Background: an optimization exercise with open tools, aiming at small area. Do not read the settings as production practice.
The RTL was checked by simulation tests, not by an equivalence proof against the original design.
The flow treats the clock pin as an ideal source, which a real chip does not have.

Setup of alpha:
Design frame_gen_top, start of the top module:
module frame_gen_top #(
    parameter int         PAYLOAD_LENGTH  = 128,
    parameter logic [7:0] PAYLOAD_PATTERN = 8'h55
) (
    input  logic                        clk,
    input  logic                        i_rst_n,
    input  logic                        i_start,
    input  logic [111:0]                i_header,           
    input  logic [15:0]                 i_payload_length,
    input  logic [8*PAYLOAD_LENGTH-1:0] i_payload,          
    input  logic [7:0]                  i_mode,
    output logic                        o_valid,
    output logic [63:0]                 o_frame_out,
    output logic                        o_done
);
    logic        load;
    logic        load_n;
    logic        preamble;
    logic        body;
    logic        fcs;
    logic        hdr0;
    logic        hdr1;
    logic        beat7;
    logic        body_last;
    logic [7:0]  pass;
    logic [7:0]  pass_n;
    logic [7:0]  set;
    logic [31:0] fcs_value;
    frame_fsm u_fsm (
        .clk         (clk),
        .i_rst_n     (i_rst_n),
        .i_start     (i_start),
        .i_body_last (body_last),
        .o_load      (load),
        .o_load_n    (load_n),
        .o_preamble  (preamble),
  ...
For scale: about 3,200 cells after synthesis, ~1,200 I/O pins, ~39,000 µm² of cells after synthesis.
clock: 8.0 ns
lec_check: 0
cap_margin: 0
core_margin: 2
core_utilization: 22
slew_margin: 0
standard.sh (not shown) runs the stock make flow with config.mk's settings and CLKGATE_MAP_FILE= SYNTH_SCRIPT=/design/flow/synth_recipe.tcl, a recipe that flattens the netlist after the stock synthesis.
==> flow/flow/run.sh <==
#!/bin/bash
# The standard layout with these changes to how it is built:
#  - synthesis is the standard synthesis with an area-only abc mapping
#    script (flow/synth_area.tcl, flow/abc_area.abc); registers are unchanged;
#  - port buffers made from the smallest buffer cell (buf_1);
#  - clock tree synthesis with clkbuf_4/clkbuf_8, clusters of up to 25 sinks
#    within 120 um, and no dummy loads;
#  - after clock tree synthesis, flow/post_cts.tcl upsizes any clock buffer
#    whose sinks see a clock slew above 115 ps (placement estimate).
set -euo pipefail
export FLOW_SYNTH_TCL="$PWD/synth_recipe.tcl"
export FLOW_ABC_SCRIPT="$PWD/flow/abc_area.abc"
export BUFFER_PORTS_ARGS="-buffer_cell sky130_fd_sc_hd__buf_1"
export CTS_ARGS="-sink_clustering_enable -repair_clock_nets -dont_use_dummy_load -buf_list {sky130_fd_sc_hd__clkbuf_4 sky130_fd_sc_hd__clkbuf_8} -sink_clustering_size 25 -sink_clustering_max_diameter 120"
export POST_CTS_TCL="$PWD/flow/post_cts.tcl"
export CLK_SLEW_TARGET=0.115
sed "s#SYNTH_SCRIPT=[^ ]*#SYNTH_SCRIPT=$PWD/flow/synth_area.tcl#" standard.sh > standard_area.sh
grep -q "SYNTH_SCRIPT=$PWD/flow/synth_area.tcl" standard_area.sh
bash standard_area.sh > standard.log 2>&1
Other scripts of this flow, unchanged in this note and not shown: flow/flow/abc_area.abc, flow/flow/post_cts.tcl, flow/flow/synth_area.tcl
#### Input delta (beta over alpha)
- putting PLACE_DENSITY at 0.8 where nothing was set
- swapping 0 for 20 in CAP_MARGIN
- swapping 0 for 20 in SLEW_MARGIN
Results
- Changes observed in beta relative to alpha: non-clock buffer count lost 9; standard cell area after detailed placement neither gained nor lost much.
- On global-route wire length before repair, beta and alpha are neck and neck.
- On critical path depth: between beta and alpha, it ends up higher for beta.
- Status: utilization after layout parity (alpha, beta)

run E:
frame_gen_top again, from the RTL that the note above started with.
Settings: LEC_CHECK=0, CAP_MARGIN=20, CORE_MARGIN=2, CORE_UTILIZATION=22, SLEW_MARGIN=20; clock period 8.0 ns.
==> flow/flow/abc_area.abc <==
&get -n
&st
&nf -R 1000
&put
==> flow/flow/post_cts.tcl <==
# After clock tree synthesis: upsize clock buffers whose sinks see a slow
# clock edge, so every flip-flop clock pin stays well inside the slew limit.
proc clk_sink_slew { inst } {
  set worst 0
  foreach out [get_pins -of_objects $inst -filter "direction == output"] {
    foreach p [get_pins -of_objects [get_nets -of_objects $out] -filter "direction == input"] {
      set s [get_property $p slew_max]
      if { $s > $worst } { set worst $s }
    }
  }
  return $worst
}
set up_list {sky130_fd_sc_hd__clkbuf_1 sky130_fd_sc_hd__clkbuf_2 sky130_fd_sc_hd__clkbuf_4 sky130_fd_sc_hd__clkbuf_8 sky130_fd_sc_hd__clkbuf_16}
set limit [expr { [info exists ::env(CLK_SLEW_TARGET)] ? $::env(CLK_SLEW_TARGET) : 0.100 }]
for { set pass 0 } { $pass < 4 } { incr pass } {
  estimate_parasitics -placement
  set changed 0
  foreach inst [get_cells *] {
    set m [get_property $inst ref_name]
    set i [lsearch $up_list $m]
    if { $i < 0 || $i == [llength $up_list] - 1 } { continue }
    if { [clk_sink_slew $inst] > $limit } {
      replace_cell $inst [lindex $up_list [expr { $i + 1 }]]
      incr changed
    }
  }
  puts "post_cts pass $pass: upsized $changed clock buffers"
  if { $changed == 0 } { break }
}
detailed_placement
check_placement -verbose
estimate_parasitics -placement
==> flow/flow/synth_area.tcl <==
# The standard synthesis (synth_recipe.tcl, sourced below) with one change:
# the abc technology-mapping call uses flow/abc_area.abc, an area-only mapping
# that keeps the shared xor terms of the crc. Registers are mapped before abc
# (dfflibmap), so they come out exactly as in the standard synthesis.
proc abc {args} {
  set i [lsearch -exact $args -script]
  if { $i >= 0 && [string match *abc_speed.script [lindex $args [expr {$i + 1}]]] } {
    lset args [expr {$i + 1}] $::env(FLOW_ABC_SCRIPT)
  }
  yosys abc {*}$args
}
source $::env(FLOW_SYNTH_TCL)
Scripts as last shown in full above: flow/flow/run.sh
Relative to run E, the following input files were edited for run A:
==> flow/flow/abc_area.abc <==
&get -n
&st
&dch -f
&nf -R 1000
&put
### Flow results
- Run E -> run A: number of combinational gates with multiple inputs flat
- Compared with run E, run A shows a higher register-to-register slack.
- Compared with run E, run A shows a number of unique standard cell types used by synthesis that is 6 higher.
- Taking run E as the reference point, the worst setup margin of run A rises by 0.31 ns.
- Compared with run E, in run A number of antenna violations at the first check in global routing climbed 9.5%; required time reported for the critical path endpoint climbed 0.02 ns; final cell count barely changed; minimum clock period after layout dropped 0.31 ns.
- For run A, the slowest cell on the critical path was sky130_fd_sc_hd__xnor2_1, unlike run E, where it was sky130_fd_sc_hd__xor2_1.
- When the final numbers for run E and run A were put side by side, the worst-path maximum fanout turned out to be smaller in run A.
- Worst-case setup slack after placement (lower): run E

-- separate check: timing with driven ports --
The flow's constraints put no driver on any port. The routed layouts listed below were extracted and timed again, unchanged, in two steps. Step 1 sets driving cells, clkbuf_16 on the clock port and buf_2 on the other inputs (assumed; they add their load-dependent delay and slew). Step 2, shift: input delay + t, output delay - t, t = (earliest + latest rising clock arrival at the registers) / 2. This alone moves slack from input paths to output paths. Slacks: ideal / step 1 / step 2; pairs: ideal / step 1.
| run | t (ns) | slack for setup (ns) | worst setup path at the end |
|---|---|---|---|
| alpha | 0.732 | 2.002 / 2.002 / 2.002 | register to register |
| beta | 0.725 | 1.959 / 1.959 / 1.959 | register to register |
| run E | 0.734 | 1.992 / 1.992 / 1.992 | register to register |
| run A | 0.766 | 2.307 / 2.281 / 2.307 | register to register |
After both steps every run listed still meets setup and hold.
